Context: an optimization exercise on an open-source flow, tuned for small area. The choices shown serve that exercise and are no tape-out recipe. Only simulation tests tie the RTL to the original design; equivalence was not proved. Power and IR drop assume default switching activity.

## flow/run.sh

```bash
#!/bin/bash
# synth_recipe.tcl (not shown) runs the flow's synth.tcl, then flattens the netlist and writes it again
# the make line also repeats each setting of config.mk as NAME=value (left out here)
make -C /OpenROAD-flow-scripts/flow DESIGN_CONFIG=/design/flow/config.mk WORK_HOME=/design/flow/orfs CLKGATE_MAP_FILE= SYNTH_SCRIPT=/design/flow/synth_recipe.tcl finish
```

## flow/config.mk

```make
export PLATFORM = sky130hd
export DESIGN_NAME = axi_xdma_st_data_chk_slave_stream
export DESIGN_NICKNAME = axi_xdma_st_data_chk_slave_stream
export VERILOG_FILES = /design/flow/design.v
export SDC_FILE = /design/flow/constraint.sdc
export NUM_CORES = 4
export LEC_CHECK = 0
export CAP_MARGIN = 20
export CORE_MARGIN = 2
export CORE_UTILIZATION = 30
export SLEW_MARGIN = 20
```

## flow/constraint.sdc

```tcl
create_clock -name core_clock -period 6.0 [get_ports {S_AXIS_ACLK}]
set_input_delay 1.2000 -clock core_clock [delete_from_list [all_inputs] [get_ports {S_AXIS_ACLK}]]
set_output_delay 1.2000 -clock core_clock [all_outputs]
set_load 0.01 [all_outputs]
```

## flow/design.v

```verilog
package axi_xdma_st_data_pkg;
    localparam logic [1:0] COUNTER_NORMAL = 2'b00;
    localparam logic [1:0] COUNTER_DOWN   = 2'b01;
    localparam logic [1:0] COUNTER_STOP   = 2'b10;
    localparam logic [1:0] RANDOM_DATA    = 2'b11;
    typedef enum logic [1:0] {CLEAR = 2'd0, SEED = 2'd1, CHECK = 2'd2} chk_state_e;
    localparam int CFG_MODE      = 0;
    localparam int CFG_AUTO_SEED = 2;
    localparam int CFG_CLEAR     = 3;
    localparam int CFG_BP_EN     = 4;
    localparam int CFG_PRESET    = 5;
endpackage
module axis_bp_lfsr #(
    parameter logic [15:0] SEED = 16'hACE1
) (
    input  logic        i_clk,
    input  logic        i_rst_n,
    input  logic        i_en,
    output logic [15:0] o_lfsr
);
    logic [15:0] r_lfsr;
    assign o_lfsr = r_lfsr;
    always_ff @(posedge i_clk) begin
        if (!i_rst_n)
            r_lfsr <= SEED;
        else if (i_en)
            r_lfsr <= {1'b0, r_lfsr[15:1]} ^ (r_lfsr[0] ? 16'hB400 : 16'h0000);
    end
endmodule
module axi_xdma_st_data_chk_slave_stream #(
    parameter int          C_S_AXIS_TDATA_WIDTH  = 128,
    parameter int          NUMBER_OF_INPUT_WORDS = 64,
    parameter logic [15:0] BP_LFSR_SEED          = 16'hACE1
) (
    input  logic                              S_AXIS_ACLK,
    input  logic                              S_AXIS_ARESETN,
    input  logic                              S_AXIS_TVALID,
    input  logic [C_S_AXIS_TDATA_WIDTH-1:0]   S_AXIS_TDATA,
    input  logic [C_S_AXIS_TDATA_WIDTH/8-1:0] S_AXIS_TSTRB,
    input  logic                              S_AXIS_TLAST,
    output logic                              S_AXIS_TREADY,
    input  logic [31:0]                       config_reg0,
    input  logic [31:0]                       config_reg1,
    input  logic [31:0]                       config_reg2,
    output logic [63:0]                       beat_count,
    output logic [31:0]                       pkt_count,
    output logic [31:0]                       data_err_count,
    output logic [31:0]                       tlast_err_count,
    output logic                              first_err_valid,
    output logic [C_S_AXIS_TDATA_WIDTH-1:0]   first_err_data,
    output logic [C_S_AXIS_TDATA_WIDTH-1:0]   first_err_expected,
    output logic [31:0]                       first_err_beat
);
    localparam int          W        = C_S_AXIS_TDATA_WIDTH;
    localparam logic        CHK_LAST = NUMBER_OF_INPUT_WORDS > 0;
    localparam logic [31:0] LAST_IDX = 32'(NUMBER_OF_INPUT_WORDS) - 32'd1;
    axi_xdma_st_data_pkg::chk_state_e r_state;
    logic         r_tready;
    logic [63:0]  r_beat_count;
    logic [31:0]  r_pkt_count, r_data_err_count, r_tlast_err_count, r_first_err_beat, r_beat_idx;
    logic         r_first_err_valid;
    logic [W-1:0] r_expected, r_first_err_data, r_first_err_expected;
    logic [15:0]  w_lfsr;
    logic [1:0]   w_mode;
    logic         w_preset;
    logic         w_accept, w_data_err, w_at_last, w_tlast_err, w_unused;
    logic [W-1:0] w_step, w_base, w_next_exp;
    logic [31:0]  w_idx_next;
    axis_bp_lfsr #(.SEED(BP_LFSR_SEED)) u_bp_lfsr (
        .i_clk   (S_AXIS_ACLK),
        .i_rst_n (S_AXIS_ARESETN),
        .i_en    (1'b1),
        .o_lfsr  (w_lfsr)
    );
    assign w_unused = ^{config_reg0[31:6], w_lfsr[15:1]};
    assign w_mode   = config_reg0[axi_xdma_st_data_pkg::CFG_MODE +: 2];
    assign w_preset = config_reg0[axi_xdma_st_data_pkg::CFG_PRESET];
    assign w_accept = S_AXIS_TVALID & r_tready;
    assign w_step   = W'({config_reg2, config_reg1});
    assign w_base     = (r_state == axi_xdma_st_data_pkg::SEED) ? S_AXIS_TDATA : r_expected;
    assign w_next_exp = (w_mode == axi_xdma_st_data_pkg::COUNTER_NORMAL) ? w_base + w_step :
                        (w_mode == axi_xdma_st_data_pkg::COUNTER_DOWN)   ? w_base - w_step :
                        (w_mode == axi_xdma_st_data_pkg::COUNTER_STOP)   ? w_base : r_expected;
    assign w_data_err = (r_state == axi_xdma_st_data_pkg::CHECK && w_mode != axi_xdma_st_data_pkg::RANDOM_DATA && S_AXIS_TDATA != r_expected)
                        || !(&S_AXIS_TSTRB);
    assign w_at_last   = CHK_LAST && (r_beat_idx == LAST_IDX);
    assign w_tlast_err = CHK_LAST && (S_AXIS_TLAST != w_at_last);
    assign w_idx_next  = (!CHK_LAST || S_AXIS_TLAST || w_at_last) ? 32'd0 : r_beat_idx + 32'd1;
    assign S_AXIS_TREADY      = r_tready;
    assign beat_count         = r_beat_count;
    assign pkt_count          = r_pkt_count;
    assign data_err_count     = r_data_err_count;
    assign tlast_err_count    = r_tlast_err_count;
    assign first_err_valid    = r_first_err_valid;
    assign first_err_data     = r_first_err_data;
    assign first_err_expected = r_first_err_expected;
    assign first_err_beat     = r_first_err_beat;
    always_ff @(posedge S_AXIS_ACLK) begin
        if (!S_AXIS_ARESETN) begin
            r_state              <= axi_xdma_st_data_pkg::CLEAR;
            r_tready             <= 1'b0;
            r_beat_count         <= '0;
            r_pkt_count          <= '0;
            r_data_err_count     <= '0;
            r_tlast_err_count    <= '0;
            r_first_err_valid    <= 1'b0;
            r_first_err_data     <= '0;
            r_first_err_expected <= '0;
            r_first_err_beat     <= '0;
            r_expected           <= W'(1);
            r_beat_idx           <= '0;
        end else begin
            r_tready <= config_reg0[axi_xdma_st_data_pkg::CFG_CLEAR] ? 1'b0 : config_reg0[axi_xdma_st_data_pkg::CFG_BP_EN] ? w_lfsr[0] : 1'b1;
            if (r_state == axi_xdma_st_data_pkg::CLEAR) begin
                r_beat_count         <= w_preset ? {config_reg2, config_reg1} : '0;
                r_pkt_count          <= w_preset ? config_reg2 : '0;
                r_data_err_count     <= w_preset ? config_reg1 : '0;
                r_tlast_err_count    <= w_preset ? config_reg2 : '0;
                r_first_err_valid    <= 1'b0;
                r_first_err_data     <= '0;
                r_first_err_expected <= '0;
                r_first_err_beat     <= '0;
                r_expected           <= W'(1);
                r_beat_idx           <= '0;
                r_state <= config_reg0[axi_xdma_st_data_pkg::CFG_CLEAR] ? axi_xdma_st_data_pkg::CLEAR : config_reg0[axi_xdma_st_data_pkg::CFG_AUTO_SEED] ? axi_xdma_st_data_pkg::SEED : axi_xdma_st_data_pkg::CHECK;
            end else begin
                if (w_accept) begin
                    r_beat_count <= r_beat_count + 64'd1;
                    r_pkt_count  <= r_pkt_count + {31'd0, S_AXIS_TLAST};
                    r_expected   <= w_next_exp;
                    r_beat_idx   <= w_idx_next;
                    if (w_data_err) begin
                        r_data_err_count <= r_data_err_count + {31'd0, r_data_err_count != '1};
                        if (!r_first_err_valid) begin
                            r_first_err_valid    <= 1'b1;
                            r_first_err_data     <= S_AXIS_TDATA;
                            r_first_err_expected <= r_expected;
                            r_first_err_beat     <= r_beat_count[31:0];
                        end
                    end
                    if (w_tlast_err)
                        r_tlast_err_count <= r_tlast_err_count + {31'd0, r_tlast_err_count != '1};
                    if (r_state == axi_xdma_st_data_pkg::SEED)
                        r_state <= axi_xdma_st_data_pkg::CHECK;
                end
                if (config_reg0[axi_xdma_st_data_pkg::CFG_CLEAR])
                    r_state <= axi_xdma_st_data_pkg::CLEAR;
            end
        end
    end
endmodule
```

==> notes.md <==
==> per-layer routing <==
layer	vias up	wire [µm]
met1	24400	106200
met5	-	52
met4	8	11700
li1	22710	-
met2	2896	100400
met3	438	25830
==> layout by cell type (no fill, tap or decap), types with 37 or more instances in the layout <==
master           synthesis  layout
nor2_1                 694     690
o21bai_1                37      37
ha_1                   137     137
nor4_1                  66      65
and3_1                  74      74
nand4_1                136     136
or3_1                   46      46
mux2i_1                352     352
a31oi_1                103     103
nand3_1                194     194
clkbuf_16                0      80
o21ai_0                310     310
a21oi_1                493     492
nand2_1                706     702
clkdlybuf4s50_1          0     664
nor3_1                 135     134
dfxtp_1                628     628
xnor2_1                241     240
inv_1                  165     165
a211oi_1                54      54
o31ai_1                 58      58
and2_1                  44      43
buf_4                    4     655
o211ai_1                40      40
==> through the flow <==
stage | area (µm²) | instances | setup WS, ps | power (mW) | setup TNS, ps
floorplan | 42590 | 5746 | 152.5 | 5.721 | 0
global placement | 55570 | 8594 | -238.7 | 7.242 | -483.6
detailed placement | 55580 | 8594 | -188.0 | 7.241 | -321.4
CTS | 58280 | 8734 | 473.1 | 12.26 | 0
global route | 58300 | 8739 | 210.5 | 12.64 | 0
finish | 58310 | 8743 | 367.5 | 12.30 | 0
==> worst max-delay path: cells and delay by family <==
kind,cells,cell delay [ps]
buf+inv,6,1210
fa+ha+maj,2,550
compound gates,7,1990
mux,2,430
simple gates,3,850
==> final cells by class <==
cell class	instances	area, µm²
fillers	14570	82930
well taps	1890	2365
flip-flops and latches	628	12570
repair buffers	1345	12050
clock buffers	113	2366
inverters	181	679.4
multi-input cells	4550	27920
diodes	9	22.52
clock inverters	27	326.6
==> synthesized netlist by cell type, types with 136 or more instances <==
cell,count
nand4_1,136
dfxtp_1,628
o21ai_0,310
ha_1,137
xnor2_1,241
inv_1,165
nor2_1,694
a21oi_1,493
mux2i_1,352
clkbuf_1,294
nand3_1,194
nand2_1,706
==> logic make-up after synthesis <==
| kind of cell | Yosys count | synth area share [%] |
|---|---|---|
| AND/OR/NAND/NOR | 2268 | 24.56 |
| AO/OA/AOI/OAI | 1494 | 22.12 |
| flip-flops | 628 | 29.52 |
| buffers and inverters | 568 | 5.168 |
| multiplexers | 375 | 8.882 |
| XOR/XNOR | 274 | 5.635 |
| adder cells (fa/ha/maj) | 139 | 4.119 |
==> state kept, by name, indices dropped and copies added (netlist names) <==
signal and count:
r_beat_idx 32, r_expected 128, r_first_err_valid 1, r_tready 1, r_state 2, r_first_err_expected 128
r_pkt_count 32, r_first_err_beat 32, r_beat_count 64, u_bp_lfsr.r_lfsr 16, r_data_err_count 32, r_tlast_err_count 32
r_first_err_data 128
==> where the power goes <==
group | total (mW) | internal, mW | leakage (nW) | switching (mW)
clock network | 5.04 | 2.96 | 1.32 | 2.08
logic | 2.85 | 1.08 | 15.0 | 1.76
registers | 4.41 | 4.26 | 5.08 | 0.147
total | 12.3 | 8.31 | 21.5 | 3.99
==> worst paths after layout <==
path,startpoint,to,slack [ps]
setup / recovery,S_AXIS_TDATA[0],r_expected[98],370
hold / removal,u_bp_lfsr.r_lfsr[8],u_bp_lfsr.r_lfsr[7],400
setup reg to reg,r_state[0],r_expected[98],450
hold reg to reg,u_bp_lfsr.r_lfsr[8],u_bp_lfsr.r_lfsr[7],400
==> metrics.md <==
| Metric | Value |
|---|---|
| Worst Hold Path Cells | `1` |
| EDFF count, synth | `0` |
| Die height | `380.8 µm` |
| Clk slew on worst S/H paths | `70 ps` |
| Endpoint type of the worst setup path | `register` |
| RSZ-0062 raised after global routing | `no` |
| Vias in the first global route | `47040` |
| Clk buf depth | `3` |
| Final max-slew violation count | `0` |
| Tightest Hold Check Type | `register to register` |
| Post-synth ARST share | `0%` |
| WL final | `244.2 mm` |
| R2R depth | `20` |
| Syn_area_per_cell | `7.411 µm²` |
| YS warnings | `2` |
| Seq cells post-synth | `628` |
| Syn Nets | `6129` |
| Util after Layout | `41.28%` |
| Post-CTS Resized | `0` |
| Die X | `380.8 µm` |
| Largest net degree at the start of global routing | `193` |
| Core Rows | `138` |
| Buffers on Ports | `667` |
| H-tree Lvls | `3` |
| Post CTS Setup Buffer Count | `0` |
| Final GP Congestion | `1.063` |
| Cts hold-fix bufs | `0` |
| Number of detailed-route iterations in the first pass | `6` |
| WL per Instance | `27.94 µm` |
| CTS tree | `done` |
| Sequential share of the synthesized area | `29.52%` |
| Crit path time final | `5633 ps` |
| Synthesized netlist cell count | `5746` |
| I/O pin count | `694` |
| Top Usage Layer GRT | `met2` |
| Pwr Density | `210.9 nW/µm²` |
| Clock Skew | `49.61 ps` |
| Worst vdd ir | `168.9 µV` |
| Remaining global-route overflow | `0` |
| Die ar. | `145000 µm²` |
| Largest area contributor in the netlist | `dfxtp_1` |
| Leakage | `21.45 nW` |
| First-pass GRT wire length | `344.7 mm` |
| WP data arrival | `6240 ps` |
| Worst slew pin tran | `1297 ps` |
| Worst-path cell chain | `clkdlybuf4s50_1 -> mux2i_1 -> inv_1 -> ha_1 -> inv_1 -> fa_1 -> o21ba_1 -> or4_4 -> a2111oi_4 -> nor2_1 -> o21a_1 -> o31ai_4 -> buf_4 -> a21o_1 -> nand4_1 -> buf_4 -> o32ai_1 -> buf_4 -> mux2_1 -> a21oi_1` |
| Setup CP Type | `input port to register` |
| Vias per cell | `5.770` |
| Vias | `50440` |
| Syn Std Cell Area | `42590 µm²` |
| CP Launch Type | `input port` |
| Clock Tree Root | `clkbuf_16` |
| First DRT Iteration DRCs | `5966` |
| Share of layout cells above drive strength 1 | `13.38%` |
| HPWL after DPL | `195.6 mm` |
| Fmax | `177.5 MHz` |
| Slowest CP cell | `clkdlybuf4s50_1` |
| Core Footprint | `141200 µm²` |
| Yosys cell types | `103` |
| Most frequent CP cell | `buf_4` |
| Endpoints failing setup | `0` |
| GRT Total Usage | `32.16%` |
| Endpoints failing hold | `0` |
| Final nets | `7168` |
| Crit Path Max Fanout | `5` |
| Area Overhead vs Synth | `36.91%` |
| Tcrit/Tclk final | `93.88%` |
| DRC | `0` |
| Relative slew margins | `13.52%` |
| Starting Density | `30.15%` |
| Maxcap violations | `0` |
| Outcome | `no timing/DRC/antenna violations` |
| Routed Antenna Nets | `0` |
| Grt met2 use | `46.67%` |
| CTS Buf Count | `79` |
| Ys flop type | `dfxtp_1` |
| M1 GR Usage | `44.78%` |
| Top cell type's share of synthesized area | `29.52%` |
| Top post-synthesis cells by area | `dfxtp_1 30%, mux2i_1 8.3%, nand2_1 6.2%, nor2_1 6.1%, a21oi_1 5.8%` |
| CTS sink cnt | `628` |
| Worst-Skew Late Latency | `720 ps` |
| Met3 Usage GRT | `7.665%` |
| WP data required | `6610 ps` |
| WHS | `396.7 ps` |
| Crit path largest cell delay | `480 ps` |
| Initial antenna violation count | `15` |

==> re-timing with driven ports <==
The flow's constraints put no driver on any port. The routed layout listed below was extracted and timed again, unchanged, in two steps.
Step 1 sets driving cells, clkbuf_16 on the clock port and buf_2 on the other inputs (assumed; they add their load-dependent delay and slew).
Step 2 moves the port delays by t, midway between the first and last clock arrival at a register: inputs arrive t later, outputs are due t later. That takes back most of the time a late clock gives input paths.
Three values: ideal ports, drivers, drivers and shift; two values: the first two.
t (ns): 0.774
setup slack, ns: 0.367 / 0.414 / -0.360
hold WS [ns]: 0.397 / 0.397 / 0.397
With both steps, setup timing fails in this run, where it was met with ideal ports. The setup slack of this run moves by +0.047 ns with the drivers and by -0.727 ns with both steps.
